What follows belongs to an exercise in optimizing a design on an open flow for small area, a short achievable clock period and few clock cycles per item; a production flow would make more cautious choices. At most, simulation tests tie the RTL to the original design; equivalence was not proved. Function not checked in runs 4 to 6: the RTL went through the layout flow alone. Power and IR drop assume default switching activity.

## flow/design.v

```verilog
`timescale 1ns/100ps
module classifier
(
   input  logic        clk,
   input  logic        local_rst,
   output logic        addr_valid,
   input  logic        addr_ready,
   output logic [20:0] addr,
   input  logic        din_valid,
   output logic        din_ready,
   input  logic [41:0] din,
   input  logic        stddev_valid,
   output logic        stddev_ready,
   input  logic [15:0] stddev,
   output logic        result_valid,
   input  logic        result_ready,
   output logic        result
);
   logic [5:0]  ic;
   logic [2:0]  fd;
   logic [3:0]  cr;
   logic        dall;
   logic [19:0] sr;
   logic [19:0] cr_;
   logic        xa;
   logic        xb;
   logic        sd_seen;
   logic        clear;
   logic        x_new;
   logic        pass0;
   logic        pass1;
   logic        pass2;
   logic        at8;
   logic        at20;
   logic        at32;
   logic        ic_stop;
   localparam logic [31:0] ADDR_B0 = 32'h00000000;
   localparam logic [31:0] ADDR_B1 = 32'h00000000;
   localparam logic [31:0] ADDR_B2 = 32'h00060000;
   localparam logic [31:0] ADDR_B3 = 32'h00070000;
   localparam logic [31:0] ADDR_B4 = 32'h00080000;
   localparam logic [31:0] ADDR_B5 = 32'h00030000;
   localparam logic [31:0] ADDR_B6 = 32'h000c0000;
   localparam logic [31:0] ADDR_B7 = 32'h00000000;
   localparam logic [31:0] ADDR_B8 = 32'hac905300;
   localparam logic [31:0] ADDR_B9 = 32'hff16acac;
   localparam logic [31:0] ADDR_B10 = 32'hca18caca;
   localparam logic [31:0] ADDR_B11 = 32'h0cd00300;
   localparam logic [31:0] ADDR_B12 = 32'h0fec0c0c;
   localparam logic [31:0] ADDR_B13 = 32'hc000c0c0;
   localparam logic [31:0] ADDR_B14 = 32'h00000000;
   localparam logic [31:0] ADDR_B15 = 32'h0000ac00;
   localparam logic [31:0] ADDR_B16 = 32'h5390ac00;
   localparam logic [31:0] ADDR_B17 = 32'h66e6ca66;
   localparam logic [31:0] ADDR_B18 = 32'h88f80c88;
   localparam logic [31:0] ADDR_B19 = 32'h03c00c00;
   localparam logic [31:0] ADDR_B20 = 32'hcc0cc0cc;
   assign addr[0] = ADDR_B0[ic[4:0]];
   assign addr[1] = ADDR_B1[ic[4:0]];
   assign addr[2] = ADDR_B2[ic[4:0]];
   assign addr[3] = ADDR_B3[ic[4:0]];
   assign addr[4] = ADDR_B4[ic[4:0]];
   assign addr[5] = ADDR_B5[ic[4:0]];
   assign addr[6] = ADDR_B6[ic[4:0]];
   assign addr[7] = ADDR_B7[ic[4:0]];
   assign addr[8] = ADDR_B8[ic[4:0]];
   assign addr[9] = ADDR_B9[ic[4:0]];
   assign addr[10] = ADDR_B10[ic[4:0]];
   assign addr[11] = ADDR_B11[ic[4:0]];
   assign addr[12] = ADDR_B12[ic[4:0]];
   assign addr[13] = ADDR_B13[ic[4:0]];
   assign addr[14] = ADDR_B14[ic[4:0]];
   assign addr[15] = ADDR_B15[ic[4:0]];
   assign addr[16] = ADDR_B16[ic[4:0]];
   assign addr[17] = ADDR_B17[ic[4:0]];
   assign addr[18] = ADDR_B18[ic[4:0]];
   assign addr[19] = ADDR_B19[ic[4:0]];
   assign addr[20] = ADDR_B20[ic[4:0]];
   logic [18:0] g;
   logic [18:0] t;
   logic        pg0_0;
   logic        pg0_1;
   logic        pg0_2;
   logic        pg0_3;
   logic        pg0_4;
   logic        pg0_5;
   logic        pg0_6;
   logic        pg0_7;
   logic        pg0_8;
   logic        pg1_0;
   logic        pg1_1;
   logic        pg1_2;
   logic        pg1_3;
   logic        pg1_4;
   logic        pg2_0;
   logic        pg2_1;
   logic        pg3_0;
   logic        pg4_0;
   logic        pt0_0;
   logic        pt0_1;
   logic        pt0_2;
   logic        pt0_3;
   logic        pt0_4;
   logic        pt0_5;
   logic        pt0_6;
   logic        pt0_7;
   logic        pt0_8;
   logic        pt1_0;
   logic        pt1_1;
   logic        pt1_2;
   logic        pt1_3;
   logic        pt1_4;
   logic        pt2_0;
   logic        pt2_1;
   logic        pt3_0;
   assign g = ~(sr[18:0] | cr_[18:0]);
   assign t = ~(sr[18:0] & cr_[18:0]);
   assign pg0_0 = g[1] | (t[1] & g[0]);
   assign pt0_0 = t[1] & t[0];
   assign pg0_1 = g[3] | (t[3] & g[2]);
   assign pt0_1 = t[3] & t[2];
   assign pg0_2 = g[5] | (t[5] & g[4]);
   assign pt0_2 = t[5] & t[4];
   assign pg0_3 = g[7] | (t[7] & g[6]);
   assign pt0_3 = t[7] & t[6];
   assign pg0_4 = g[9] | (t[9] & g[8]);
   assign pt0_4 = t[9] & t[8];
   assign pg0_5 = g[11] | (t[11] & g[10]);
   assign pt0_5 = t[11] & t[10];
   assign pg0_6 = g[13] | (t[13] & g[12]);
   assign pt0_6 = t[13] & t[12];
   assign pg0_7 = g[15] | (t[15] & g[14]);
   assign pt0_7 = t[15] & t[14];
   assign pg0_8 = g[17] | (t[17] & g[16]);
   assign pt0_8 = t[17] & t[16];
   assign pg1_0 = pg0_1 | (pt0_1 & pg0_0);
   assign pt1_0 = pt0_1 & pt0_0;
   assign pg1_1 = pg0_3 | (pt0_3 & pg0_2);
   assign pt1_1 = pt0_3 & pt0_2;
   assign pg1_2 = pg0_5 | (pt0_5 & pg0_4);
   assign pt1_2 = pt0_5 & pt0_4;
   assign pg1_3 = pg0_7 | (pt0_7 & pg0_6);
   assign pt1_3 = pt0_7 & pt0_6;
   assign pg1_4 = g[18] | (t[18] & pg0_8);
   assign pt1_4 = t[18] & pt0_8;
   assign pg2_0 = pg1_1 | (pt1_1 & pg1_0);
   assign pt2_0 = pt1_1 & pt1_0;
   assign pg2_1 = pg1_3 | (pt1_3 & pg1_2);
   assign pt2_1 = pt1_3 & pt1_2;
   assign pg3_0 = pg2_1 | (pt2_1 & pg2_0);
   assign pt3_0 = pt2_1 & pt2_0;
   assign pg4_0 = pg1_4 | (pt1_4 & pg3_0);
   assign x_new = ~(sr[19] ^ cr_[19] ^ pg4_0);
   assign pass0 = xb | x_new;                                            
   assign pass1 = (xb & ~(xa & x_new)) | ~(xa | xb | x_new);             
   assign pass2 = x_new | (xa & ~xb);                                    
   assign at8  = (ic == 6'd8)  & (fd == 3'd2) & cr[0];
   assign at20 = (ic == 6'd20) & (fd == 3'd5) & cr[0];
   assign at32 = dall;
   assign ic_stop    = (ic == 6'd8) | (ic == 6'd20) | ic[5];
   assign addr_valid = ~ic_stop | (at8 & pass0) | (at20 & pass1);
   assign result_valid = (at8 & ~pass0) | (at20 & ~pass1) | at32;
   assign result       = at32 & pass2;
   assign stddev_ready = result_valid;
   assign din_ready    = sd_seen;
   assign clear        = result_valid & result_ready;
   logic [2:0]  f;
   logic        cn0;
   logic        first;
   logic [13:0] d0;
   logic [13:0] d1;
   logic [13:0] d2;
   logic [19:0] b0;
   logic [19:0] b1;
   logic [19:0] b2;
   logic [19:0] a0;
   logic [19:0] a1;
   logic [1:0]  kc;
   logic        k0;
   logic        sel0;
   logic        sel1_1;
   logic        sel1_2;
   logic        pol0;
   logic        pol1;
   logic        k1;
   logic [19:0] s1;
   logic [19:0] c1;
   logic [19:0] s2;
   logic [19:0] c2;
   logic [19:0] s_next;
   logic [19:0] c_next;
   assign f     = fd;
   assign first = cr[0];
   assign cn0   = cr[1] | cr[3];
   assign d0    = din[41:28];
   assign d1    = din[27:14];
   assign d2    = din[13:0];
   assign b0 = {6'h3f, d0};
   assign b1 = {5'h1f, ~d1, 1'b1};
   always_comb begin
      case (f)
         3'd2, 3'd3, 3'd5: b2 = ~{6'd0, d1};
         3'd4:             b2 = ~{5'd0, d2, 1'b0};
         default:          b2 = '1;
      endcase
      sel0   = first & (f == 3'd0 || f == 3'd1 || f == 3'd3 || f == 3'd5 || f == 3'd7);
      sel1_1 = first & (f == 3'd1 || f == 3'd3 || f == 3'd5 || f == 3'd6);
      sel1_2 = first & (f == 3'd2 || f == 3'd4 || f == 3'd7);
      pol0   = first ? (f == 3'd0 || f == 3'd1 || f == 3'd3 || f == 3'd7) : cn0;
      pol1   = first ? (f == 3'd3 || f == 3'd4 || f == 3'd5 || f == 3'd6 || f == 3'd7) : cn0;
      a0 = (({20{sel0}} & {2'd0, stddev, 2'd0}) | ({20{~first}} & ~sr)) ^ {20{~pol0}};
      a1 = (({20{sel1_1}} & {4'd0, stddev}) | ({20{sel1_2}} & {3'd0, stddev, 1'd0})
            | ({20{~first}} & ~cr_)) ^ {20{~pol1}};
      case (f)
         3'd3, 3'd7:       kc = 2'd2;
         3'd2:             kc = 2'd0;
         default:          kc = 2'd1;
      endcase
   end
   assign k0 = first ? (kc != 2'd0) : cn0;
   assign k1 = first & kc[1];
   logic [14:0] y1;
   logic [14:0] y2;
   logic [15:0] y3;
   logic [19:0] hy2;
   logic [19:0] hy3;
   csa3 #(.W(15)) u_csa1 (.a(b0[14:0]), .b(b1[14:0]), .c(b2[14:0]), .s(s1[14:0]), .y(y1));
   assign s1[19:15] = '1;
   assign c1 = {4'hf, y1, ~k0};
   csa3 #(.W(15)) u_csa2 (.a(a0[14:0]), .b(a1[14:0]), .c(s1[14:0]), .s(s2[14:0]), .y(y2));
   assign s2[19:15]  = ~(a0[19:15] ^ a1[19:15]);
   assign hy2        = {a0[19:15] | a1[19:15], y2};
   assign c2 = {hy2[18:0], ~k1};
   csa3 #(.W(16)) u_csa3 (.a(s2[15:0]), .b(c2[15:0]), .c(c1[15:0]), .s(s_next[15:0]), .y(y3));
   assign s_next[19:16] = ~(s2[19:16] ^ c2[19:16]);
   assign hy3           = {s2[19:16] | c2[19:16], y3};
   assign c_next = {hy3[18:0], 1'b1};
   always_ff @(posedge clk) begin
      if (local_rst || clear) begin
         ic      <= '0;
         fd      <= '0;
         cr      <= 4'b0001;
         dall    <= 1'b0;
         sd_seen <= 1'b0;
      end else begin
         if (stddev_valid) begin
            sd_seen <= 1'b1;
         end
         if (addr_valid && addr_ready) begin
            ic <= ic + 6'd1;
         end
         if (din_valid && din_ready) begin
            cr <= {cr[2:0], cr[3]};
            if (cr[3]) begin
               fd <= fd + 3'd1;
               if (fd == 3'd7) begin
                  dall <= 1'b1;
               end
            end
         end
      end
   end
   always_ff @(posedge clk) begin
      if (din_valid && din_ready) begin
         sr  <= s_next;
         cr_ <= c_next;
         if (first) begin
            xa <= xb;
            xb <= x_new;
         end
      end
   end
endmodule
module csa3 #(parameter int W = 20)
(
   input  logic [W-1:0] a,
   input  logic [W-1:0] b,
   input  logic [W-1:0] c,
   output logic [W-1:0] s,
   output logic [W-1:0] y
);
   assign s = a ^ b ^ c;
   assign y = (a & b) | (a & c) | (b & c);
endmodule
```

## flow/flow/run.sh

```bash
#!/bin/bash
# Standard layout, with the smallest buffer on the ports.
set -euo pipefail
export BUFFER_PORTS_ARGS="-buffer_cell sky130_fd_sc_hd__buf_1"
bash standard.sh finish > standard_finish.log 2>&1
```

## flow/standard.sh

```bash
#!/bin/bash
# synth_recipe.tcl (not shown) runs the flow's synth.tcl, then flattens the netlist and writes it again
# the make line also repeats each setting of config.mk as NAME=value (left out here)
make -C /OpenROAD-flow-scripts/flow DESIGN_CONFIG=/design/flow/config.mk WORK_HOME=/design/flow/orfs CLKGATE_MAP_FILE= SYNTH_SCRIPT=/design/flow/synth_recipe.tcl "${@:-finish}"
```

## flow/config.mk

```make
export PLATFORM = sky130hd
export DESIGN_NAME = classifier
export DESIGN_NICKNAME = classifier
export VERILOG_FILES = /design/flow/design.v
export SDC_FILE = /design/flow/constraint.sdc
export NUM_CORES = 4
export LEC_CHECK = 0
export ABC_AREA = 1
export CAP_MARGIN = 20
export CORE_MARGIN = 2
export CORE_UTILIZATION = 40
export CTS_BUF_LIST = sky130_fd_sc_hd__clkbuf_8
export SETUP_SLACK_MARGIN = 5
export SLEW_MARGIN = 20
export SYNTH_HIERARCHICAL = 1
```

## flow/constraint.sdc

```tcl
create_clock -name core_clock -period 9.0 [get_ports {clk}]
set_input_delay 1.8000 -clock core_clock [delete_from_list [all_inputs] [get_ports {clk}]]
set_output_delay 1.8000 -clock core_clock [all_outputs]
set_load 0.01 [all_outputs]
```

==> impl_metrics.env, run 1 <==
export IMPL_reg2regPathDepth=11
export IMPL_synthSimpleGateAreaFrac=0.180
export IMPL_wl_per_cell_um=14.6
export IMPL_cts_resized=2
export IMPL_ys_ff_latch=56
export IMPL_p_sw_uw=278
export IMPL_syn_inst=560
export IMPL_p_int_uw=506
export IMPL_hold_slack_ns=0.466
export IMPL_fin_ws_ns=5.11
export IMPL_synth_xor_area_share=0.0783
export IMPL_hp_start="xb"
export IMPL_die_w_um=116
export IMPL_diodes=0
export IMPL_crit_start="cr_[3]"
export IMPL_place_congestion=0.827
export IMPL_critPathMaxFanout=8
export IMPL_combPwrFrac=0.367
export IMPL_async_flop_share=0
export IMPL_die_h_um=116
export IMPL_grt_usage=0.180
export IMPL_overflow=0
export IMPL_muxShareOfSynthArea=0
export IMPL_clock_path_buffers=2
export IMPL_rr_startpoint="fd[0]"
export IMPL_maxCapViolations=0
export IMPL_wl_um=11700
export IMPL_final_setup_skew_ns=0.0121
export IMPL_ios=90
export IMPL_clock_latency_ns=0.32
export IMPL_synth_top_area_frac=0.245
export IMPL_clkSinkCount=56
export IMPL_arrival_ns=2.09
export IMPL_drive_gt1_frac=0.0784
export IMPL_syn_area_um2=5030
export IMPL_syn2layout_area_growth_pct=11.2
export IMPL_cts_inserted_buffers=5
export IMPL_synth_compound_area_share=0.124
export IMPL_hold_depth=0
export IMPL_r2r_end="sr[1]"
export IMPL_grtUsageMet3=0.0249
export IMPL_cts_setup_buffers=0
export IMPL_yosysSeqAreaShare=0.304
export IMPL_min_path_type="reg -> reg"
export IMPL_grt_first_pass_wirelength_um=19100
export IMPL_slowest_delay_ns=0.45
export IMPL_tightest_slew_ns=0.696
export IMPL_syn_area_per_cell_um2=8.99
export IMPL_die_area_um2=13500
export IMPL_dp_worst_setup_slack_ns=5.09
export IMPL_antenna_left=0
export IMPL_port_buffers=85
export IMPL_viasPerCell=5.01
export IMPL_dr_total_vias=4041
export IMPL_rsz0062_at_grt="yes"
export IMPL_required_ns=7.20
export IMPL_pwr_share_clk=0.184
export IMPL_max_freq_mhz=257
export IMPL_antenna_found_initial=0
export IMPL_firstDrtPassIters=5
export IMPL_drv_slew=0
export IMPL_initial_core_util=0.414
export IMPL_clk_pin_slew_ns=0.11
export IMPL_dp_hpwl_um=8960
export IMPL_crit_slowest_cell="edfxtp_1"
export IMPL_power_density_cell_area_nw_per_um2=140
export IMPL_rrSetupSlack_ns=5.42
export IMPL_first_global_vias=3988
export IMPL_yosysUniqueCellTypes=40
export IMPL_cp_common_cell="nand2_1"
export IMPL_crit_chain="or2_1 > nand3_1 > nand2_1 > nand2_1 > nand2_1 > nand2_1 > nand2_2 > nand3_2 > nand3_4 > nand2_1 > nand2_1 > nand2_4 > buf_1"
export IMPL_ctsHtreeMaxLevel=2
export IMPL_fin_nets=767
export IMPL_synth_main_ff_cell="edfxtp_1"
export IMPL_synth_top_family_by_area="adder cells"
export IMPL_fillers=1220
export IMPL_seqPwrFrac=0.449
export IMPL_use_met2=0.310
export IMPL_ctsHoldBuffers=0
export IMPL_synthAdderAreaFrac=0.233
export IMPL_setup_viol=0
export IMPL_utilization=0.460
export IMPL_cts_tree="done"
export IMPL_finalHoldViolCount=0
export IMPL_swShare=0.354
export IMPL_use_met1=0.244
export IMPL_globalRoute_busiestLayer="met2"
export IMPL_period_minus_slack_ns=3.89
export IMPL_drc=0
export IMPL_yosysTopAreaCell="edfxtp_1"
export IMPL_clock_root_buffer="clkbuf_8"
export IMPL_leakage_nw=2.18
export IMPL_synth_edf_count=41
export IMPL_maxSlewHeadroom=0.535
export IMPL_rows=40
export IMPL_finalSetupTns_ns=0
export IMPL_cp_end_kind="primary output"
export IMPL_crit_type="reg -> out"
export IMPL_status="timing/DRC/antenna clean"
export IMPL_ys_warn_count=7
export IMPL_core_area_um2=12200
export IMPL_hold_end="xa"
export IMPL_vdd_drop_max_uv=54.9
export IMPL_grt_max_degree=47
export IMPL_synth_area_top_cells="edfxtp_1 (24%), fa_1 (18%), nand2_1 (7.9%)"
export IMPL_drt_iter0_markers=162
export IMPL_start_kind="flop"
export IMPL_fin_crit_sh=0.432
==> cell families (layout without fill, tap and decap cells) <==
kind of cell | count (synthesis) | after routing
xor+xnor | 45 | 45
compound gates | 92 | 92
simple gates | 202 | 202
flops | 56 | 56
buf+inv | 97 | 171
other cells | 2 | 6
fa+ha+maj | 66 | 66
==> metrics by stage <==
stage          area, um^2  instances  power [mW]
2_1_floorplan        5050        564       0.566
3_3_place_gp         5490        798       0.636
3_5_place_dp         5490        798       0.650
4_1_cts              5580        806       0.797
5_1_grt              5600        806       0.850
6_report             5600        806       0.784
==> sequential cells by signal (all words and copies together) (netlist names) <==
signal and flops:
sr 20, dall 1, cr_ 19, ic 6, xa 1, xb 1
fd 3, sd_seen 1, cr 4
==> synth_stat cells, types with 2 or more instances <==
| cell type | number |
|---|---|
| o221ai_1 | 16 |
| a21oi_2 | 7 |
| ha_1 | 20 |
| inv_1 | 70 |
| inv_2 | 3 |
| fa_1 | 46 |
| nand3_2 | 4 |
| a21oi_1 | 14 |
| nand2_4 | 4 |
| or2_1 | 2 |
| conb_1 | 2 |
| clkbuf_1 | 7 |
| nor2_2 | 6 |
| nor3_1 | 4 |
| buf_2 | 7 |
| nor2_1 | 48 |
| edfxtp_1 | 41 |
| xor2_1 | 37 |
| dfxtp_1 | 15 |
| nand3_1 | 17 |
| or2_0 | 2 |
| o211ai_1 | 13 |
| o21ai_0 | 17 |
| o22ai_1 | 20 |
| buf_1 | 2 |
| or2_2 | 2 |
| nand2_2 | 4 |
| xnor2_1 | 8 |
| nand2_1 | 106 |
| buf_4 | 6 |
==> worst max-delay path: cells and delay by family, from the launching register on <==
family / cells / cell delay (ns)
AND/OR/NAND/NOR: 12 / 1.17
flip-flops: 1 / 0.45
buffers and inverters: 1 / 0.16
==> worst max path at each step <==
stage                  to  slack (ns)  cells after the start
2_1_floorplan      sr[10]        5.33                      6
3_3_place_gp       sr[13]        5.10                      7
3_5_place_dp        sr[5]        5.09                      7
4_1_cts        addr_valid        5.00                      7
5_1_grt        addr_valid        4.93                     14
6_report       addr_valid        5.11                     13
==> placed cells by master (no fill, tap or decap), drive strengths merged, types with 4 or more instances in the layout <==
| cell | synthesis | layout |
|---|---|---|
| nor3 | 4 | 4 |
| xnor2 | 8 | 8 |
| o22ai | 20 | 20 |
| buf | 16 | 89 |
| o21ai | 17 | 17 |
| o211ai | 13 | 13 |
| conb | 2 | 6 |
| ha | 20 | 20 |
| clkbuf | 7 | 5 |
| nor2 | 54 | 54 |
| edfxtp | 41 | 41 |
| or2 | 6 | 6 |
| o221ai | 16 | 16 |
| xor2 | 37 | 37 |
| fa | 46 | 46 |
| nand2 | 114 | 114 |
| dfxtp | 15 | 15 |
| a21oi | 21 | 21 |
| inv | 73 | 75 |
| nand3 | 22 | 22 |
==> routing by layer <==
| layer | wire length [um] | vias to the layer above |
|---|---|---|
| met1 | 5290 | 1927 |
| li1 | - | 1992 |
| met2 | 5710 | 110 |
| met3 | 586 | 12 |
| met4 | 158 | 0 |
| met5 | 0 | - |
==> layout make-up <==
class	instances	area, um^2	area share
well taps	168	210	0.0376
inverters	74	279	0.0499
clock inverters	3	16.3	0.00291
flip-flops and latches	56	1530	0.274
multi-input cells	411	3140	0.561
repair buffers	89	349	0.0624
clock buffers	5	68.8	0.0123
==> power by group through the flow <==
stage	logic [mW]	clock network [mW]	registers, mW
finish	0.288	0.144	0.352
global route	0.336	0.159	0.355
CTS	0.295	0.151	0.351
detailed placement	0.293	0	0.356
global placement	0.279	0	0.357
floorplan	0.217	0	0.349
Testbench counts, summed over its fixed seeds: cycles 82,658, windows 4,800.
==> inputs of run 2 (changes only) <==
--- a/flow/config.mk
+++ b/flow/config.mk
@@ -11,3 +11,2 @@
 export CORE_UTILIZATION = 40
-export CTS_BUF_LIST = sky130_fd_sc_hd__clkbuf_8
 export SETUP_SLACK_MARGIN = 5
==> run 2 against run 1 <==
Against the previous run: final cell count increased by 0.25%; core utilization increased by 0.62 points; non-clock buffer count increased by 2; worst setup slack improved by 0.10 ns; highest routed layer unchanged.
==> impl_metrics.env, run 2 <==
export IMPL_drive_gt1_frac=0.0828
export IMPL_drc=0
export IMPL_antenna_left=0
export IMPL_overflow=0
export IMPL_finalSetupTns_ns=0
export IMPL_syn_area_per_cell_um2=8.99
export IMPL_final_common_cell="nand2_1"
export IMPL_p_sw_uw=285
export IMPL_layout_common_cells="nand2_1 (105), buf_1 (85), inv_1 (69), nor2_1 (48), fa_1 (46)"
export IMPL_multi_input_area_um2=3140
export IMPL_clock_root_buffer="clkbuf_16"
export IMPL_antenna_found_initial=0
export IMPL_required_ns=7.20
export IMPL_dr_total_vias=4078
export IMPL_pwr_share_clk=0.236
export IMPL_wl_per_cell_um=14.5
export IMPL_leakage_nw=2.22
export IMPL_yosysUniqueCellTypes=40
export IMPL_rr_startpoint="fd[0]"
export IMPL_start_kind="flop"
export IMPL_ys_ff_latch=56
export IMPL_clock_latency_ns=0.30
export IMPL_fin_crit_sh=0.421
export IMPL_async_flop_share=0
export IMPL_synth_edf_count=41
export IMPL_rsz0062_at_grt="no"
export IMPL_yosysTopAreaCell="edfxtp_1"
export IMPL_swShare=0.339
export IMPL_rrSetupSlack_ns=5.46
export IMPL_synth_area_top_cells="edfxtp_1 (24%), fa_1 (18%), nand2_1 (7.9%)"
export IMPL_dp_hpwl_um=8960
export IMPL_rows=40
export IMPL_syn2layout_area_growth_pct=12.6
export IMPL_viasPerCell=5.05
export IMPL_cts_tree="done"
export IMPL_finalHoldViolCount=0
export IMPL_seq_area_um2=1530
export IMPL_dp_worst_setup_slack_ns=5.09
export IMPL_syn_inst=560
export IMPL_grt_max_degree=47
export IMPL_grt_first_pass_wirelength_um=19300
export IMPL_utilization=0.466
export IMPL_grt_usage=0.182
export IMPL_largest_reg_flops=20
export IMPL_port_buffers=85
export IMPL_yosysSeqAreaShare=0.304
export IMPL_syn_area_um2=5030
export IMPL_power_density_cell_area_nw_per_um2=148
export IMPL_clkSinkCount=56
export IMPL_regMostFlops="sr"
export IMPL_drv_slew=0
export IMPL_place_congestion=0.827
export IMPL_top_regs="sr x20, cr_ x19, ic x6"
export IMPL_post_synth_top_count_cell="nand2_1"
export IMPL_crit_start="fd[0]"
export IMPL_period_minus_slack_ns=3.79
export IMPL_synth_top_area_frac=0.245
export IMPL_maxCapViolations=0
export IMPL_max_freq_mhz=264
export IMPL_tightest_slew_ns=0.680
export IMPL_setup_viol=0
export IMPL_die_h_um=116
export IMPL_critPathMaxFanout=6
export IMPL_p_int_uw=555
export IMPL_vdd_drop_max_uv=82.9
export IMPL_initial_core_util=0.414
export IMPL_fillers=1211
export IMPL_synth_main_ff_cell="edfxtp_1"
export IMPL_r2r_end="sr[1]"
export IMPL_core_area_um2=12200
export IMPL_diodes=0
export IMPL_reg2regPathDepth=11
export IMPL_dp_cells=798
export IMPL_cp_end_kind="primary output"
export IMPL_final_cell_count_no_fill=808
export IMPL_fin_ws_ns=5.21
export IMPL_clock_path_buffers=2
export IMPL_arrival_ns=1.99
export IMPL_die_area_um2=13500
export IMPL_first_global_vias=4017
export IMPL_firstDrtPassIters=4
export IMPL_status="timing/DRC/antenna clean"
export IMPL_ctsHtreeMaxLevel=2
export IMPL_worstSetupEndpoint="stddev_ready"
export IMPL_seqPwrFrac=0.419
export IMPL_drt_iter0_markers=189
export IMPL_synth_commonest_cells="nand2_1 (106), inv_1 (70), nor2_1 (48), fa_1 (46), edfxtp_1 (41)"
export IMPL_final_setup_skew_ns=0.00646
export IMPL_ios=90
export IMPL_cts_inserted_buffers=5
export IMPL_die_w_um=116
export IMPL_fin_nets=769
export IMPL_wl_um=11700
export IMPL_combPwrFrac=0.344
export IMPL_crit_type="reg -> out"
export IMPL_ys_warn_count=7
export IMPL_maxSlewHeadroom=0.546
export IMPL_min_path_type="reg -> reg"
export IMPL_clk_pin_slew_ns=0.07
[run 2: cell counts after synthesis]
No cell type changed its count.
[run 2: cells by family after synthesis]
| kind of cell | Yosys count | synth area share |
|---|---|---|
| compound gates | 92 | 0.124 |
| buf+inv | 97 | 0.0800 |
| fa+ha+maj | 66 | 0.233 |
| xor+xnor | 45 | 0.0783 |
| other cells | 2 | 0.00149 |
| simple gates | 202 | 0.180 |
| flops | 56 | 0.304 |
[run 2: how the worst min path moves through the flow]
| stage | startpoint | to | slack, ns | cells after the start |
|---|---|---|---|---|
| final | xb | xa | 0.46 | 0 |
| after global placement | xb | xa | 0.44 | 0 |
| after CTS | xb | xa | 0.47 | 0 |
| after floorplan | xb | xa | 0.43 | 0 |
| after detailed placement | xb | xa | 0.45 | 0 |
| after global routing | xb | xa | 0.49 | 0 |
[run 2: critical path, stage by stage, from the launching register on]
cell     delay, ns
dfxtp_1       0.36
inv_1         0.12
ha_1          0.16
inv_1         0.06
nor2_1        0.13
nand2_1       0.14
nor4_2        0.28
nand4_1       0.16
nand3_2       0.12
buf_1         0.15
[run 2: cell type report]
| type | count | area share |
|---|---|---|
| clock inverters | 3 | 0.00287 |
| flip-flops and latches | 56 | 0.270 |
| clock buffers | 5 | 0.0221 |
| well taps | 168 | 0.0371 |
| multi-input cells | 411 | 0.554 |
| repair buffers | 91 | 0.0642 |
| inverters | 74 | 0.0492 |
[run 2: through the flow]
| stage | instance area [um^2] | hold slack [ns] | power [mW] |
|---|---|---|---|
| after floorplan | 5050 | 0.426 | 0.566 |
| after global placement | 5490 | 0.438 | 0.636 |
| after detailed placement | 5490 | 0.453 | 0.650 |
| after CTS | 5640 | 0.466 | 0.852 |
| after global routing | 5670 | 0.494 | 0.908 |
| final | 5670 | 0.458 | 0.840 |
[run 2: power by group through the flow]
stage	Combinational, mW	Clock [mW]	Sequential, mW
after floorplan	0.217	0	0.349
after global placement	0.279	0	0.357
after detailed placement	0.293	0	0.356
after CTS	0.295	0.205	0.351
after global routing	0.338	0.215	0.355
final	0.289	0.198	0.352
[run 2: what timing repair did]
action | in CTS | in global routing
setup endpoints to repair | 4 | 33
setup buffers | 0 | 2
hold buffers | 0 | 0
pin swaps | 0 | 5
gates resized for setup | 2 | 6
[run 2: metal layers]
metal | part of all wire | GRT usage | vias to the layer above
met5 | 0 | 0 | -
met4 | 0.017 | 0.0532 | 0
met3 | 0.044 | 0.0280 | 18
met2 | 0.49 | 0.310 | 107
met1 | 0.44 | 0.243 | 1963
li1 | - | - | 1990
==> inputs of run 3 (changes only) <==
--- a/flow/config.mk
+++ b/flow/config.mk
@@ -11,2 +11,3 @@
 export CORE_UTILIZATION = 40
+export CTS_CLUSTER_SIZE = 30
 export SETUP_SLACK_MARGIN = 5
==> run 3 against run 2 <==
Against the previous run: core utilization stayed put; worst setup slack is the same; die area stayed put; worst hold slack stayed put; total power did not move; synthesized cell count unchanged; flip-flop and latch count unchanged; area after synthesis is the same; wire length did not move; global-route usage stayed put; non-clock buffer count did not move.
==> impl_metrics.env, run 3 <==
export IMPL_status="timing/DRC/antenna clean"
export IMPL_required_ns=7.20
export IMPL_ios=90
export IMPL_firstDrtPassIters=4
export IMPL_power_density_cell_area_nw_per_um2=148
export IMPL_yosysSeqAreaShare=0.304
export IMPL_finalSetupTns_ns=0
export IMPL_p_int_uw=555
export IMPL_use_met2=0.310
export IMPL_ctsHtreeMaxLevel=2
export IMPL_drc=0
export IMPL_leakage_nw=2.22
export IMPL_yosysUniqueCellTypes=40
export IMPL_antenna_left=0
export IMPL_cts_inserted_buffers=5
export IMPL_finalHoldViolCount=0
export IMPL_dp_hpwl_um=8960
export IMPL_cts_tree="done"
export IMPL_top_regs="sr x20, cr_ x19, ic x6"
export IMPL_min_path_type="reg -> reg"
export IMPL_syn_area_um2=5030
export IMPL_crit_slowest_cell="dfxtp_1"
export IMPL_ys_warn_count=7
export IMPL_antenna_found_initial=0
export IMPL_place_congestion=0.827
export IMPL_initial_core_util=0.414
export IMPL_use_met1=0.243
export IMPL_maxSlewHeadroom=0.546
export IMPL_die_h_um=116
export IMPL_slowest_delay_ns=0.36
export IMPL_cp_common_cell="inv_1"
export IMPL_period_minus_slack_ns=3.79
export IMPL_tightest_slew_ns=0.680
export IMPL_largest_reg_flops=20
export IMPL_syn_inst=560
export IMPL_rows=40
export IMPL_wl_um=11700
export IMPL_wl_per_cell_um=14.5
export IMPL_critPathMaxFanout=6
export IMPL_cp_end_kind="primary output"
export IMPL_crit_family="simple AND/OR/NAND/NOR gates"
export IMPL_first_global_vias=4017
export IMPL_layout_common_cells="nand2_1 (105), buf_1 (85), inv_1 (69), nor2_1 (48), fa_1 (46)"
export IMPL_overflow=0
export IMPL_hold_slack_ns=0.458
export IMPL_syn_area_per_cell_um2=8.99
export IMPL_clock_path_buffers=2
export IMPL_rsz0062_at_grt="no"
export IMPL_clock_root_buffer="clkbuf_16"
export IMPL_synth_area_top_cells="edfxtp_1 (24%), fa_1 (18%), nand2_1 (7.9%)"
export IMPL_syn2layout_area_growth_pct=12.6
export IMPL_crit_type="reg -> out"
export IMPL_final_setup_skew_ns=0.00646
export IMPL_grt_first_pass_wirelength_um=19300
export IMPL_async_flop_share=0
export IMPL_ys_ff_latch=56
export IMPL_drive_gt1_frac=0.0828
export IMPL_max_freq_mhz=264
export IMPL_p_sw_uw=285
export IMPL_final_common_cell="nand2_1"
export IMPL_arrival_ns=1.99
export IMPL_combPwrFrac=0.344
export IMPL_diodes=0
export IMPL_fin_nets=769
export IMPL_pwr_share_clk=0.236
export IMPL_core_area_um2=12200
export IMPL_clkSinkCount=56
export IMPL_fin_crit_sh=0.421
export IMPL_grtUsageMet3=0.0280
export IMPL_regMostFlops="sr"
export IMPL_start_kind="flop"
export IMPL_maxCapViolations=0
export IMPL_drt_iter0_markers=189
export IMPL_ctsHoldBuffers=0
export IMPL_clock_latency_ns=0.30
export IMPL_setup_viol=0
export IMPL_seqPwrFrac=0.419
export IMPL_grt_max_degree=47
export IMPL_yosysTopAreaCell="edfxtp_1"
export IMPL_crit_chain="inv_1 > ha_1 > inv_1 > nor2_1 > nand2_1 > nor4_2 > nand4_1 > nand3_2 > buf_1"
export IMPL_synth_main_ff_cell="edfxtp_1"
export IMPL_fillers=1211
export IMPL_synth_top_area_frac=0.245
export IMPL_viasPerCell=5.05
export IMPL_synth_edf_count=41
export IMPL_die_w_um=116
export IMPL_synth_commonest_cells="nand2_1 (106), inv_1 (70), nor2_1 (48), fa_1 (46), edfxtp_1 (41)"
export IMPL_dr_total_vias=4078
export IMPL_post_synth_top_count_cell="nand2_1"
export IMPL_die_area_um2=13500
export IMPL_crit_buf_inv=3
export IMPL_clk_pin_slew_ns=0.07
export IMPL_swShare=0.339
export IMPL_vdd_drop_max_uv=82.9
export IMPL_port_buffers=85
export IMPL_globalRoute_busiestLayer="met2"
export IMPL_grt_usage=0.182
export IMPL_drv_slew=0
==> run 3: logic make-up after synthesis <==
| logic type | count (synthesis) | share of synthesized area |
|---|---|---|
| and+or+nand+nor | 202 | 0.180 |
| buffers and inverters | 97 | 0.0800 |
| AOI/OAI and AO/OA | 92 | 0.124 |
| adders and majority gates | 66 | 0.233 |
| DFF | 56 | 0.304 |
| xor gates and xnor gates | 45 | 0.0783 |
| other | 2 | 0.00149 |
==> run 3: worst paths after layout <==
path | startpoint | endpoint | slack (ns) | depth (start not counted)
worst min register to register | xb | xa | 0.46 | 0
worst max-delay path | fd[0] | stddev_ready | 5.21 | 9
worst max register to register | fd[0] | sr[1] | 5.46 | 11
worst min-delay path | xb | xa | 0.46 | 0
==> run 3: cell type report <==
| type | instances | area (um^2) | share of cell area |
|---|---|---|---|
| clock buffer | 5 | 125 | 0.0221 |
| clock inverter | 3 | 16.3 | 0.00287 |
| inverter | 74 | 279 | 0.0492 |
| multi-input combinational | 411 | 3140 | 0.554 |
| sequential | 56 | 1530 | 0.270 |
| tap | 168 | 210 | 0.0371 |
| timing repair buffer | 91 | 364 | 0.0642 |
==> run 3: power groups by stage <==
stage	combinational, mW	sequential [mW]	clock [mW]
detailed placement	0.293	0.356	0
global placement	0.279	0.357	0
CTS	0.295	0.351	0.205
finish	0.289	0.352	0.198
global route	0.338	0.355	0.215
floorplan	0.217	0.349	0
==> run 3: routing by layer <==
layer	routed length, um	up-vias
met5	0	-
met4	202	0
met3	521	18
met2	5800	107
met1	5220	1963
li1	-	1990
==> run 3: per-stage QoR <==
step | instance area, um^2 | util | total power, mW | worst slack, ns | cells
floorplan | 5050 | - | 0.566 | 5.33 | 564
global placement | 5490 | 0.452 | 0.636 | 5.10 | 798
detailed placement | 5490 | 0.452 | 0.650 | 5.09 | 798
CTS | 5640 | 0.463 | 0.852 | 5.04 | 806
global route | 5670 | 0.466 | 0.908 | 5.02 | 808
finish | 5670 | 0.466 | 0.840 | 5.21 | 808
==> run 3: timing repair <==
action,in CTS,in global routing
resized for setup,2,6
setup endpoints to repair,4,33
setup buffers,0,2
pin swaps,0,5
==> inputs of run 4 (changes only) <==
--- a/flow/design.v
+++ b/flow/design.v
@@ -21,2 +21,4 @@
    logic [3:0]  cr;
+   logic        d8;
+   logic        d20;
    logic        dall;
@@ -156,4 +158,4 @@
    assign pass2 = x_new | (xa & ~xb);                                    
-   assign at8  = (ic == 6'd8)  & (fd == 3'd2) & cr[0];
-   assign at20 = (ic == 6'd20) & (fd == 3'd5) & cr[0];
+   assign at8  = (ic == 6'd8)  & d8;
+   assign at20 = (ic == 6'd20) & d20;
    assign at32 = dall;
@@ -243,2 +245,4 @@
          dall    <= 1'b0;
+         d8      <= 1'b0;
+         d20     <= 1'b0;
          sd_seen <= 1'b0;
@@ -252,3 +256,5 @@
          if (din_valid && din_ready) begin
-            cr <= {cr[2:0], cr[3]};
+            cr  <= {cr[2:0], cr[3]};
+            d8  <= (fd == 3'd1) & cr[3];
+            d20 <= (fd == 3'd4) & cr[3];
             if (cr[3]) begin
--- a/flow/config.mk
+++ b/flow/config.mk
@@ -11,3 +11,2 @@
 export CORE_UTILIZATION = 40
-export CTS_CLUSTER_SIZE = 30
 export SETUP_SLACK_MARGIN = 5
==> run 4 against run 3 <==
Against the previous run: still clean; total power is 22% higher; combinational power grew 1%; first-iteration DRC count is 28% higher; flip-flop and latch count is 2 higher; area after synthesis rose by 2.0%; largest power group is now the clock network.
==> impl_metrics.env, run 4 <==
export IMPL_status="timing/DRC/antenna clean"
export IMPL_drive_gt1_frac=0.0942
export IMPL_viasPerCell=4.93
export IMPL_ios=90
export IMPL_ctsHoldBuffers=0
export IMPL_final_common_cell="nand2_1"
export IMPL_start_kind="flop"
export IMPL_drv_slew=0
export IMPL_synth_commonest_cells="nand2_1 (107), inv_1 (75), fa_1 (46), nor2_1 (43), edfxtp_1 (41)"
export IMPL_yosysTopAreaCell="edfxtp_1"
export IMPL_die_w_um=117
export IMPL_yosysSeqAreaShare=0.306
export IMPL_maxSlewHeadroom=0.437
export IMPL_r2r_end="sr[8]"
export IMPL_post_synth_top_count_cell="nand2_1"
export IMPL_clkSinkCount=58
export IMPL_syn2layout_area_growth_pct=16.2
export IMPL_leakage_nw=2.38
export IMPL_ys_warn_count=7
export IMPL_regMostFlops="sr"
export IMPL_antenna_left=0
export IMPL_drc=0
export IMPL_final_setup_skew_ns=0.00429
export IMPL_largest_reg_flops=20
export IMPL_rows=41
export IMPL_period_minus_slack_ns=3.90
export IMPL_hold_depth=0
export IMPL_tightest_slew_ns=0.840
export IMPL_die_h_um=117
export IMPL_syn_area_per_cell_um2=9.06
export IMPL_grt_usage=0.183
export IMPL_critPathMaxFanout=4
export IMPL_required_ns=7.20
export IMPL_fin_nets=783
export IMPL_rrSetupSlack_ns=5.31
export IMPL_dr_total_vias=4092
export IMPL_ys_ff_latch=58
export IMPL_crit_slowest_cell="edfxtp_1"
export IMPL_maxCapViolations=0
export IMPL_drt_iter0_markers=242
export IMPL_dp_worst_setup_slack_ns=5.08
export IMPL_cts_tree="done"
export IMPL_finalHoldViolCount=0
export IMPL_power_density_cell_area_nw_per_um2=172
export IMPL_wl_per_cell_um=14.5
export IMPL_top_regs="sr x20, cr_ x19, ic x6"
export IMPL_rsz0062_at_grt="yes"
export IMPL_port_buffers=85
export IMPL_place_congestion=0.831
export IMPL_rr_startpoint="fd[0]"
export IMPL_synth_main_ff_cell="edfxtp_1"
export IMPL_crit_type="reg -> out"
export IMPL_setup_viol=0
export IMPL_hold_end="xa"
export IMPL_first_global_vias=4254
export IMPL_crit_chain="or2_1 > nand3_1 > nand2_1 > nand2_1 > nand2_1 > nand2_1 > nand2_2 > nand3_4 > nand3_1 > a21oi_2 > nand2_4 > clkbuf_2"
export IMPL_syn_area_um2=5140
export IMPL_firstDrtPassIters=4
export IMPL_core_area_um2=12600
export IMPL_yosysUniqueCellTypes=41
export IMPL_synth_edf_count=41
export IMPL_synth_top_area_frac=0.240
export IMPL_clock_latency_ns=0.33
export IMPL_fin_ws_ns=5.10
export IMPL_cts_inserted_buffers=9
export IMPL_finalSetupTns_ns=0
export IMPL_antenna_found_initial=0
export IMPL_ctsHtreeMaxLevel=3
export IMPL_hp_start="xb"
export IMPL_arrival_ns=2.10
export IMPL_layout_common_cells="nand2_1 (106), buf_1 (84), inv_1 (75), fa_1 (46), nor2_1 (43)"
export IMPL_syn_inst=567
export IMPL_cp_common_cell="nand2_1"
export IMPL_wl_um=12000
export IMPL_min_path_type="reg -> reg"
export IMPL_clock_root_buffer="clkbuf_16"
export IMPL_clk_pin_slew_ns=0.05
export IMPL_initial_core_util=0.409
export IMPL_slowest_delay_ns=0.42
export IMPL_fin_crit_sh=0.433
export IMPL_clock_path_buffers=2
export IMPL_grt_max_degree=46
export IMPL_synth_area_top_cells="edfxtp_1 (24%), fa_1 (18%), nand2_1 (7.8%)"
export IMPL_crit_family="simple AND/OR/NAND/NOR gates"
export IMPL_vdd_drop_max_uv=83.6
export IMPL_cp_end_kind="primary output"
export IMPL_diodes=0
export IMPL_async_flop_share=0
export IMPL_dp_hpwl_um=9000
export IMPL_grt_first_pass_wirelength_um=20400
export IMPL_overflow=0
export IMPL_die_area_um2=13800
export IMPL_max_freq_mhz=257
export IMPL_crit_buf_inv=1
export IMPL_reg2regPathDepth=10
==> run 4: how the worst max path moves through the flow <==
stage          slack, ns  cells past startpoint     from         end
3_5_place_dp        5.08                      7  din[17]       sr[3]
4_1_cts             5.04                      8    ic[4]  addr_valid
3_3_place_gp        5.08                      7  din[25]      sr[11]
5_1_grt             4.95                     14    sr[5]  addr_valid
6_report            5.10                     12   cr_[3]  addr_valid
2_1_floorplan       5.33                      6  din[24]      sr[10]
==> run 4: per-stage QoR <==
| stage | util | cell area [um^2] | instances | total power [mW] | hold slack, ns |
|---|---|---|---|---|---|
| 3_3_place_gp | 0.445 | 5590 | 810 | 0.647 | 0.442 |
| 6_report | 0.475 | 5970 | 830 | 1.03 | 0.454 |
| 5_1_grt | 0.475 | 5970 | 830 | 1.10 | 0.475 |
| 3_5_place_dp | 0.445 | 5590 | 810 | 0.658 | 0.449 |
| 4_1_cts | 0.471 | 5930 | 826 | 1.04 | 0.457 |
| 2_1_floorplan | - | 5150 | 571 | 0.575 | 0.426 |
==> run 4: logic make-up after synthesis <==
logic type / share of synthesized area
AND/OR/NAND/NOR: 0.185
buffers and inverters: 0.0838
AO/OA/AOI/OAI: 0.120
adder cells (fa/ha/maj): 0.228
flip-flops: 0.306
XOR/XNOR: 0.0767
other: 0.00146
==> run 4: metal layers <==
metal	vias to the layer above	global-route usage	part of all wire
li1	2030	-	-
met1	1931	0.239	0.44
met2	114	0.303	0.48
met3	17	0.0394	0.054
met4	0	0.0587	0.025
met5	-	0	0
==> run 4: power breakdown <==
group          internal [mW]  leakage (nW)  switching (mW)  total [mW]
clock network          0.251         0.170           0.124       0.375
logic                  0.124          1.70           0.170       0.293
registers              0.340         0.510          0.0192       0.360
==> run 4: cell type report <==
type / count / area, um^2
Clock inverter: 2 / 10.0
Multi-Input combinational cell: 413 / 3170
Sequential cell: 58 / 1570
Inverter: 77 / 289
Clock buffer: 14 / 328
Tap cell: 172 / 215
Timing Repair Buffer: 94 / 388
Fill cell: 1220 / 6600
==> run 4: what timing repair did <==
item	CTS	global route
hold endpoints to repair	0	0
pin swaps	0	3
endpoints found under the setup margin	3	3
setup buffers	0	4
gates resized for setup	1	4
==> inputs of run 5 (changes only) <==
--- a/flow/design.v
+++ b/flow/design.v
@@ -20,5 +20,3 @@
    logic [2:0]  fd;
-   logic [3:0]  cr;
-   logic        d8;
-   logic        d20;
+   logic [1:0]  cr;
    logic        dall;
@@ -158,4 +156,4 @@
    assign pass2 = x_new | (xa & ~xb);                                    
-   assign at8  = (ic == 6'd8)  & d8;
-   assign at20 = (ic == 6'd20) & d20;
+   assign at8  = (ic == 6'd8)  & (fd == 3'd2) & first;
+   assign at20 = (ic == 6'd20) & (fd == 3'd5) & first;
    assign at32 = dall;
@@ -194,4 +192,4 @@
    assign f     = fd;
-   assign first = cr[0];
-   assign cn0   = cr[1] | cr[3];
+   assign first = (cr == 2'd0);
+   assign cn0   = cr[0];
    assign d0    = din[41:28];
@@ -243,6 +241,4 @@
          fd      <= '0;
-         cr      <= 4'b0001;
+         cr      <= 2'd0;
          dall    <= 1'b0;
-         d8      <= 1'b0;
-         d20     <= 1'b0;
          sd_seen <= 1'b0;
@@ -256,6 +252,4 @@
          if (din_valid && din_ready) begin
-            cr  <= {cr[2:0], cr[3]};
-            d8  <= (fd == 3'd1) & cr[3];
-            d20 <= (fd == 3'd4) & cr[3];
-            if (cr[3]) begin
+            cr <= cr + 2'd1;
+            if (cr == 2'd3) begin
                fd <= fd + 3'd1;
==> run 5 against run 4 <==
Against the previous run: area after synthesis fell by 3.6%; worst setup slack got worse by 0.039 ns; worst hold slack improved by 0.0088 ns; combinational power rose by 3%; flip-flop and latch count fell by 4; cell area fell by 6.6%; core utilization fell by 1.3 points; total power fell by 18%; maximum frequency fell by 0.99%; clock power fell by 47%; critical path depth rose by 2.
==> impl_metrics.env, run 5 <==
export IMPL_status="timing/DRC/antenna clean"
export IMPL_async_flop_share=0
export IMPL_start_kind="flop"
export IMPL_critPathMaxFanout=8
export IMPL_dp_hpwl_um=9210
export IMPL_combPwrFrac=0.356
export IMPL_rsz0062_at_grt="yes"
export IMPL_cp_common_cell="nand2_1"
export IMPL_hold_slack_ns=0.463
export IMPL_die_area_um2=13300
export IMPL_synthSimpleGateAreaFrac=0.175
export IMPL_first_global_vias=4124
export IMPL_viasPerCell=5.02
export IMPL_cp_end_kind="primary output"
export IMPL_pwr_share_clk=0.236
export IMPL_synth_area_top_cells="edfxtp_1 (25%), fa_1 (19%), nand2_1 (8.1%)"
export IMPL_setup_viol=0
export IMPL_tightest_slew_ns=0.711
export IMPL_grt_max_degree=49
export IMPL_maxCapViolations=0
export IMPL_synth_xor_area_share=0.0814
export IMPL_vdd_drop_max_uv=105
export IMPL_min_path_type="reg -> reg"
export IMPL_synthAdderAreaFrac=0.242
export IMPL_leakage_nw=2.20
export IMPL_synth_top_family_by_area="adder cells"
export IMPL_use_met1=0.257
export IMPL_regMostFlops="sr"
export IMPL_clock_path_buffers=2
export IMPL_drv_slew=0
export IMPL_post_synth_top_count_cell="nand2_1"
export IMPL_grtUsageMet3=0.0311
export IMPL_synth_compound_area_share=0.119
export IMPL_cts_tree="done"
export IMPL_syn_area_um2=4950
export IMPL_final_setup_skew_ns=0.0174
export IMPL_die_h_um=115
export IMPL_synth_commonest_cells="nand2_1 (107), inv_1 (70), fa_1 (46), nor2_1 (44), edfxtp_1 (41)"
export IMPL_die_w_um=115
export IMPL_cts_inserted_buffers=5
export IMPL_final_common_cell="nand2_1"
export IMPL_place_congestion=0.832
export IMPL_crit_type="reg -> out"
export IMPL_core_area_um2=12100
export IMPL_drive_gt1_frac=0.0710
export IMPL_layout_common_cells="nand2_1 (106), buf_1 (85), inv_1 (70), fa_1 (46), nor2_1 (44)"
export IMPL_ctsHtreeMaxLevel=2
export IMPL_clk_pin_slew_ns=0.07
export IMPL_yosysUniqueCellTypes=37
export IMPL_synth_edf_count=41
export IMPL_firstDrtPassIters=5
export IMPL_syn_area_per_cell_um2=8.92
export IMPL_drt_iter0_markers=330
export IMPL_p_sw_uw=294
export IMPL_maxSlewHeadroom=0.525
export IMPL_yosysTopAreaCell="edfxtp_1"
export IMPL_fin_crit_sh=0.437
export IMPL_rows=40
export IMPL_finalSetupTns_ns=0
export IMPL_crit_chain="nand2_1 > nand2_1 > o21ai_0 > nor2_1 > nand2_1 > nand2_1 > nand2_1 > nand2_1 > nand2_1 > nand2_2 > nand3_1 > a21oi_1 > nand2_4 > buf_1"
export IMPL_ys_ff_latch=54
export IMPL_clock_root_buffer="clkbuf_16"
export IMPL_drc=0
export IMPL_yosysSeqAreaShare=0.301
export IMPL_wl_per_cell_um=15.2
export IMPL_initial_core_util=0.411
export IMPL_finalHoldViolCount=0
export IMPL_grt_usage=0.195
export IMPL_antenna_left=0
export IMPL_fillers=1188
export IMPL_arrival_ns=2.14
export IMPL_syn_inst=555
export IMPL_ys_warn_count=7
export IMPL_antenna_found_initial=0
export IMPL_top_regs="sr x20, cr_ x19, ic x6"
export IMPL_p_int_uw=553
export IMPL_power_density_cell_area_nw_per_um2=152
export IMPL_swShare=0.347
export IMPL_max_freq_mhz=254
export IMPL_required_ns=7.20
export IMPL_synth_top_area_frac=0.249
export IMPL_globalRoute_busiestLayer="met2"
export IMPL_diodes=0
export IMPL_syn2layout_area_growth_pct=12.6
export IMPL_period_minus_slack_ns=3.94
export IMPL_cts_setup_buffers=0
export IMPL_utilization=0.462
export IMPL_overflow=0
export IMPL_clkSinkCount=54
export IMPL_largest_reg_flops=20
export IMPL_crit_family="simple AND/OR/NAND/NOR gates"
export IMPL_synth_main_ff_cell="edfxtp_1"
export IMPL_port_buffers=85
export IMPL_clock_latency_ns=0.32
export IMPL_grt_first_pass_wirelength_um=20100
export IMPL_slowest_delay_ns=0.38
export IMPL_use_met2=0.333
export IMPL_fin_nets=765
export IMPL_dr_total_vias=4024
export IMPL_crit_buf_inv=1
export IMPL_ios=90
export IMPL_wl_um=12200
export IMPL_muxShareOfSynthArea=0
export IMPL_seqPwrFrac=0.408
export IMPL_crit_slowest_cell="edfxtp_1"
-- run 5: per-layer routing --
metal,part of all wire,wire length (um)
met1,0.44,5360
met5,0,0
met4,0.014,168
met3,0.055,674
met2,0.49,5990
-- run 5: timing repair --
| action | in CTS | in global routing |
|---|---|---|
| hold buffers | 0 | 0 |
| endpoints found under the setup margin | 0 | 34 |
| resized for setup | 0 | 5 |
-- run 5: worst reg2reg max path, delay by kind of cell, from the launching register on --
family | cells | cell delay (ns)
fa+ha+maj | 3 | 1.19
flops | 1 | 0.42
xor+xnor | 1 | 0.24
simple gates | 3 | 0.96
compound gates | 2 | 0.33
buf+inv | 2 | 0.23
-- run 5: power groups by stage --
| stage | Clock, mW | Combinational [mW] | Sequential, mW |
|---|---|---|---|
| floorplan | 0 | 0.227 | 0.343 |
| global placement | 0 | 0.288 | 0.350 |
| detailed placement | 0 | 0.309 | 0.350 |
| CTS | 0.206 | 0.308 | 0.345 |
| global route | 0.213 | 0.355 | 0.348 |
| finish | 0.200 | 0.301 | 0.345 |
-- run 5: cell families after synthesis --
family,after synthesis
simple gates,199
buf+inv,98
compound gates,88
fa+ha+maj,68
flops,54
xor+xnor,46
other cells,2
-- run 5: path summary, 6_finish.rpt --
| path | start | slack, ns | to | cells after the start |
|---|---|---|---|---|
| worst max register to register | fd[0] | 5.38 | sr[6] | 11 |
| worst min register to register | xb | 0.46 | xa | 0 |
| worst min-delay path | xb | 0.46 | xa | 0 |
| worst max-delay path | cr_[7] | 5.06 | addr_valid | 14 |
-- run 5: area by class of cell --
class                   count  area (um^2)  share of cell area
clock buffers               5          125              0.0224
clock inverters             3         16.3             0.00292
inverters                  76          285              0.0511
multi-input cells         407         3100               0.555
flip-flops and latches     54         1490               0.268
well taps                 168          210              0.0377
repair buffers             89          353              0.0633
-- run 5: stage by stage --
step                      instance area (um^2)  total power [mW]  std cells  setup slack (ns)
after detailed placement                  5420             0.658        794              5.09
after global placement                    5420             0.637        794              5.14
after global routing                      5580             0.916        802              4.91
after CTS                                 5560             0.859        802              5.02
final                                     5580             0.847        802              5.06
after floorplan                           4970             0.570        559              5.33
==> inputs of run 6 (changes only) <==
--- a/flow/design.v
+++ b/flow/design.v
@@ -18,5 +18,7 @@
 );
-   logic [5:0]  ic;
+   logic [2:0]  fi;
+   logic [3:0]  ci;
+   logic        iall;
    logic [2:0]  fd;
-   logic [1:0]  cr;
+   logic [3:0]  cr;
    logic        dall;
@@ -36,44 +38,8 @@
    logic        ic_stop;
-   localparam logic [31:0] ADDR_B0 = 32'h00000000;
-   localparam logic [31:0] ADDR_B1 = 32'h00000000;
-   localparam logic [31:0] ADDR_B2 = 32'h00060000;
-   localparam logic [31:0] ADDR_B3 = 32'h00070000;
-   localparam logic [31:0] ADDR_B4 = 32'h00080000;
-   localparam logic [31:0] ADDR_B5 = 32'h00030000;
-   localparam logic [31:0] ADDR_B6 = 32'h000c0000;
-   localparam logic [31:0] ADDR_B7 = 32'h00000000;
-   localparam logic [31:0] ADDR_B8 = 32'hac905300;
-   localparam logic [31:0] ADDR_B9 = 32'hff16acac;
-   localparam logic [31:0] ADDR_B10 = 32'hca18caca;
-   localparam logic [31:0] ADDR_B11 = 32'h0cd00300;
-   localparam logic [31:0] ADDR_B12 = 32'h0fec0c0c;
-   localparam logic [31:0] ADDR_B13 = 32'hc000c0c0;
-   localparam logic [31:0] ADDR_B14 = 32'h00000000;
-   localparam logic [31:0] ADDR_B15 = 32'h0000ac00;
-   localparam logic [31:0] ADDR_B16 = 32'h5390ac00;
-   localparam logic [31:0] ADDR_B17 = 32'h66e6ca66;
-   localparam logic [31:0] ADDR_B18 = 32'h88f80c88;
-   localparam logic [31:0] ADDR_B19 = 32'h03c00c00;
-   localparam logic [31:0] ADDR_B20 = 32'hcc0cc0cc;
-   assign addr[0] = ADDR_B0[ic[4:0]];
-   assign addr[1] = ADDR_B1[ic[4:0]];
-   assign addr[2] = ADDR_B2[ic[4:0]];
-   assign addr[3] = ADDR_B3[ic[4:0]];
-   assign addr[4] = ADDR_B4[ic[4:0]];
-   assign addr[5] = ADDR_B5[ic[4:0]];
-   assign addr[6] = ADDR_B6[ic[4:0]];
-   assign addr[7] = ADDR_B7[ic[4:0]];
-   assign addr[8] = ADDR_B8[ic[4:0]];
-   assign addr[9] = ADDR_B9[ic[4:0]];
-   assign addr[10] = ADDR_B10[ic[4:0]];
-   assign addr[11] = ADDR_B11[ic[4:0]];
-   assign addr[12] = ADDR_B12[ic[4:0]];
-   assign addr[13] = ADDR_B13[ic[4:0]];
-   assign addr[14] = ADDR_B14[ic[4:0]];
-   assign addr[15] = ADDR_B15[ic[4:0]];
-   assign addr[16] = ADDR_B16[ic[4:0]];
-   assign addr[17] = ADDR_B17[ic[4:0]];
-   assign addr[18] = ADDR_B18[ic[4:0]];
-   assign addr[19] = ADDR_B19[ic[4:0]];
-   assign addr[20] = ADDR_B20[ic[4:0]];
+   localparam logic [167:0] ADDR_C0 = 168'h08100244800a1e0000028000800024000000000000;
+   localparam logic [167:0] ADDR_C1 = 168'h101802c5800c20002022c0c1000834004040020400;
+   localparam logic [167:0] ADDR_C2 = 168'h99300486c01c30012124c912803648024480121200;
+   localparam logic [167:0] ADDR_C3 = 168'ha1380507c01e3201414509d3003e580284c0141600;
+   assign addr = ({21{ci[0]}} & ADDR_C0[21*fi +: 21]) | ({21{ci[1]}} & ADDR_C1[21*fi +: 21])
+               | ({21{ci[2]}} & ADDR_C2[21*fi +: 21]) | ({21{ci[3]}} & ADDR_C3[21*fi +: 21]);
    logic [18:0] g;
@@ -156,6 +122,6 @@
    assign pass2 = x_new | (xa & ~xb);                                    
-   assign at8  = (ic == 6'd8)  & (fd == 3'd2) & first;
-   assign at20 = (ic == 6'd20) & (fd == 3'd5) & first;
+   assign at8  = (fi == 3'd2) & ci[0] & (fd == 3'd2) & cr[0];
+   assign at20 = (fi == 3'd5) & ci[0] & (fd == 3'd5) & cr[0];
    assign at32 = dall;
-   assign ic_stop    = (ic == 6'd8) | (ic == 6'd20) | ic[5];
+   assign ic_stop    = ((fi == 3'd2 || fi == 3'd5) & ci[0]) | iall;
    assign addr_valid = ~ic_stop | (at8 & pass0) | (at20 & pass1);
@@ -179,3 +145,4 @@
    logic        k0;
-   logic        sel0;
+   logic        sel0_4;
+   logic        sel0_2;
    logic        sel1_1;
@@ -192,4 +159,4 @@
    assign f     = fd;
-   assign first = (cr == 2'd0);
-   assign cn0   = cr[0];
+   assign first = cr[0];
+   assign cn0   = cr[1] | cr[3];
    assign d0    = din[41:28];
@@ -205,8 +172,10 @@
       endcase
-      sel0   = first & (f == 3'd0 || f == 3'd1 || f == 3'd3 || f == 3'd5 || f == 3'd7);
+      sel0_4 = first & (f == 3'd0 || f == 3'd3 || f == 3'd7);
+      sel0_2 = first & (f == 3'd1 || f == 3'd2 || f == 3'd4 || f == 3'd5);
       sel1_1 = first & (f == 3'd1 || f == 3'd3 || f == 3'd5 || f == 3'd6);
-      sel1_2 = first & (f == 3'd2 || f == 3'd4 || f == 3'd7);
-      pol0   = first ? (f == 3'd0 || f == 3'd1 || f == 3'd3 || f == 3'd7) : cn0;
-      pol1   = first ? (f == 3'd3 || f == 3'd4 || f == 3'd5 || f == 3'd6 || f == 3'd7) : cn0;
-      a0 = (({20{sel0}} & {2'd0, stddev, 2'd0}) | ({20{~first}} & ~sr)) ^ {20{~pol0}};
+      sel1_2 = first & (f == 3'd7);
+      pol0   = first ? (f != 3'd2 && f != 3'd5 && f != 3'd6) : cn0;
+      pol1   = first ? (f == 3'd1 || f == 3'd3 || f == 3'd6 || f == 3'd7) : cn0;
+      a0 = (({20{sel0_4}} & {2'd0, stddev, 2'd0}) | ({20{sel0_2}} & {3'd0, stddev, 1'd0})
+            | ({20{~first}} & ~sr)) ^ {20{~pol0}};
       a1 = (({20{sel1_1}} & {4'd0, stddev}) | ({20{sel1_2}} & {3'd0, stddev, 1'd0})
@@ -214,5 +183,5 @@
       case (f)
-         3'd3, 3'd7:       kc = 2'd2;
-         3'd2:             kc = 2'd0;
-         default:          kc = 2'd1;
+         3'd1, 3'd3, 3'd7: kc = 2'd2;
+         3'd0, 3'd4, 3'd6: kc = 2'd1;
+         default:          kc = 2'd0;
       endcase
@@ -239,5 +208,7 @@
       if (local_rst || clear) begin
-         ic      <= '0;
+         fi      <= '0;
+         ci      <= 4'b0001;
+         iall    <= 1'b0;
          fd      <= '0;
-         cr      <= 2'd0;
+         cr      <= 4'b0001;
          dall    <= 1'b0;
@@ -249,7 +220,13 @@
          if (addr_valid && addr_ready) begin
-            ic <= ic + 6'd1;
+            ci <= {ci[2:0], ci[3]};
+            if (ci[3]) begin
+               fi <= fi + 3'd1;
+               if (fi == 3'd7) begin
+                  iall <= 1'b1;
+               end
+            end
          end
          if (din_valid && din_ready) begin
-            cr <= cr + 2'd1;
-            if (cr == 2'd3) begin
+            cr <= {cr[2:0], cr[3]};
+            if (cr[3]) begin
                fd <= fd + 3'd1;
==> run 6 against run 5 <==
Against the previous run: via count up 8.3%; sequential share of layout area down 0.73 points; largest power group unchanged; critical path type unchanged; global-route usage down 0.43 points; clock power up 76%; worst setup slack worse by 0.039 ns.
==> impl_metrics.env, run 6 <==
export IMPL_ys_ff_latch=58
export IMPL_wl_met1_um=5990
export IMPL_r2r_end="sr[13]"
export IMPL_first_global_vias=4376
export IMPL_crit_type="reg -> out"
export IMPL_status="timing/DRC/antenna clean"
export IMPL_die_w_um=119
export IMPL_max_freq_mhz=252
export IMPL_min_path_type="reg -> reg"
export IMPL_top_regs="sr x20, cr_ x19"
export IMPL_initial_core_util=0.413
export IMPL_overflow=0
export IMPL_arrival_ns=2.18
export IMPL_layout_common_cells="nand2_1 (128), buf_1 (85), inv_1 (76), nor2_1 (49), fa_1 (46)"
export IMPL_synth_edf_count=41
export IMPL_place_congestion=0.886
export IMPL_ios=90
export IMPL_rows=41
export IMPL_rr_startpoint="fd[0]"
export IMPL_drive_gt1_frac=0.0761
export IMPL_final_area_um2=6040
export IMPL_synth_main_ff_cell="edfxtp_1"
export IMPL_period_minus_slack_ns=3.98
export IMPL_grt_first_pass_wirelength_um=21300
export IMPL_antenna_left=0
export IMPL_core_area_um2=12700
export IMPL_start_kind="flop"
export IMPL_syn_inst=601
export IMPL_firstDrtPassIters=5
export IMPL_highest_layer="met4"
export IMPL_port_buffers=85
export IMPL_reg2regPathDepth=11
export IMPL_maxCapViolations=0
export IMPL_async_flop_share=0
export IMPL_yosysSeqAreaShare=0.299
export IMPL_fillers=1252
export IMPL_diodes=0
export IMPL_hold_depth=2
export IMPL_synth_area_top_cells="edfxtp_1 (23%), fa_1 (18%), nand2_1 (9.3%)"
export IMPL_fin_crit_sh=0.442
export IMPL_synth_top_area_frac=0.234
export IMPL_tightest_slew_ns=0.694
export IMPL_wl_met3_um=610
export IMPL_place_area_um2=5710
export IMPL_rsz0062_at_grt="yes"
export IMPL_largest_reg_flops=20
export IMPL_multi_input_area_um2=3290
export IMPL_cp_end_kind="primary output"
export IMPL_critPathMaxFanout=10
export IMPL_seq_area_um2=1570
export IMPL_cts_tree="done"
export IMPL_wl_um=13100
export IMPL_leakage_nw=2.39
export IMPL_clock_root_buffer="clkbuf_16"
export IMPL_drv_slew=0
export IMPL_drt_iter0_markers=267
export IMPL_final_setup_skew_ns=0.00922
export IMPL_vdd_drop_max_uv=90.4
export IMPL_required_ns=7.20
export IMPL_syn_area_per_cell_um2=8.75
export IMPL_drc=0
export IMPL_maxSlewHeadroom=0.536
export IMPL_yosysUniqueCellTypes=38
export IMPL_finalSetupTns_ns=0
export IMPL_power_uw=980
export IMPL_yosysTopAreaCell="edfxtp_1"
export IMPL_die_h_um=119
export IMPL_fin_nets=810
export IMPL_syn2layout_area_growth_pct=14.9
export IMPL_dr_total_vias=4359
export IMPL_final_common_cell="nand2_1"
export IMPL_clk_pin_slew_ns=0.05
export IMPL_clock_latency_ns=0.34
export IMPL_clkSinkCount=58
export IMPL_synth_commonest_cells="nand2_1 (130), inv_1 (77), nor2_1 (49), fa_1 (46), edfxtp_1 (41)"
export IMPL_grt_max_degree=49
export IMPL_met2_length_um=6340
export IMPL_clock_path_buffers=2
export IMPL_finalHoldViolCount=0
export IMPL_power_density_cell_area_nw_per_um2=162
export IMPL_antenna_found_initial=0
export IMPL_wl_per_cell_um=15.3
export IMPL_setup_viol=0
export IMPL_viasPerCell=5.10
export IMPL_die_area_um2=14100
export IMPL_ys_warn_count=7
export IMPL_grt_usage=0.190
export IMPL_regMostFlops="sr"
export IMPL_hp_start="iall"
export IMPL_rrSetupSlack_ns=5.25
export IMPL_post_synth_top_count_cell="nand2_1"
export IMPL_dp_hpwl_um=9660
export IMPL_ctsHtreeMaxLevel=3
export IMPL_hold_end="iall"
export IMPL_syn_area_um2=5260
export IMPL_cts_inserted_buffers=9
==> run 6: cell count changes after synthesis, moves of 6 or more <==
cell      delta
inv_1        +7
nand2_1     +23
nand4_1      +6
o221ai_1    +14
o22ai_1     -13
xnor2_1     +11
xor2_1      -14
==> run 6: critical path, cell delays in order, from the launching register on <==
cell,delay [ns]
edfxtp_1,0.43
or2_1,0.25
nand3_1,0.08
nand2_1,0.05
nand2_1,0.07
nand2_1,0.05
nand2_1,0.09
nand2_2,0.07
nand3_2,0.12
nand3_1,0.11
a21oi_1,0.22
nand2_4,0.14
buf_1,0.16
==> run 6: final cells by class <==
| type | count | area share |
|---|---|---|
| inverter | 79 | 0.0491 |
| sequential | 58 | 0.260 |
| clock inverter | 3 | 0.00269 |
| multi-input combinational | 440 | 0.544 |
| timing repair buffer | 90 | 0.0596 |
| tap | 172 | 0.0356 |
| clock buffer | 13 | 0.0485 |
==> run 6: how the worst max path moves through the flow <==
stage,from,endpoint,slack [ns],cells after the start
after global routing,cr_[15],addr_valid,4.90,13
after global placement,din[27],sr[13],5.07,7
after floorplan,din[25],sr[11],5.33,6
after CTS,fi[2],addr_valid,5.02,7
final,cr_[3],addr_valid,5.02,12
after detailed placement,din[27],sr[13],5.02,7
==> run 6: cell families after synthesis <==
group | synth area share
AND/OR/NAND/NOR | 0.188
buffers and inverters | 0.0833
AO/OA/AOI/OAI | 0.129
adder cells (fa/ha/maj) | 0.228
flip-flops | 0.299
XOR/XNOR | 0.0716
other | 0.00143
==> run 6: per-layer routing <==
layer  global-route usage  up-vias
met5                    0        -
met1                0.252     2084
met4               0.0640        0
li1                     -     2140
met2                0.309      119
met3               0.0420       16
==> run 6: repair_timing <==
item	in CTS	in global routing
setup endpoints to repair	1	11
resized for setup	1	7
hold buffers	0	0
buffers inserted	0	0
pin swaps	0	0
==> run 6: metrics by stage <==
| stage | utilization | setup slack (ns) | hold slack [ns] | std cells |
|---|---|---|---|---|
| after floorplan | - | 5.33 | 0.426 | 605 |
| after global placement | 0.449 | 5.07 | 0.436 | 839 |
| after detailed placement | 0.449 | 5.02 | 0.441 | 839 |
| after CTS | 0.473 | 5.02 | 0.450 | 855 |
| final | 0.475 | 5.02 | 0.451 | 855 |
| after global routing | 0.475 | 4.90 | 0.484 | 855 |
==> run 6: power breakdown <==
group	switching [mW]	leakage, nW	internal [mW]
Sequential	0.0196	0.511	0.335
Combinational	0.159	1.72	0.114
Clock	0.126	0.156	0.227

static timing again, ports no longer ideal:
How much do the figures lean on ideal ports? The routed layouts below were timed once more, with nothing changed but the port constraints.
Step 1 (the two cells are an assumption about what drives the block):
set clk [get_ports {clk}]
set_driving_cell -lib_cell sky130_fd_sc_hd__clkbuf_16 $clk
set_driving_cell -lib_cell sky130_fd_sc_hd__buf_2 [delete_from_list [all_inputs] $clk]
Step 2 adds t to the input delays and takes it off the output delays; t is the mean of the earliest and latest rising clock arrival at the registers after step 1. Input paths then give back, and output paths get back, about the clock's delay inside the block.
Three values: ideal, step 1, step 2; two values: the first two.
run | t (ns) | setup slack, ns | cell pins on the clock port's net
run 1 | 0.345 | 5.109 / 5.079 / 5.137 | 1
run 2 | 0.330 | 5.211 / 5.177 / 5.118 | 1
run 3 | 0.330 | 5.211 / 5.177 / 5.118 | 1
run 4 | 0.364 | 5.103 / 5.065 / 5.088 | 1
run 5 | 0.345 | 5.064 / 5.026 / 5.127 | 1
run 6 | 0.372 | 5.024 / 4.985 / 5.001 | 1
After both steps setup and hold are still met in every run listed.
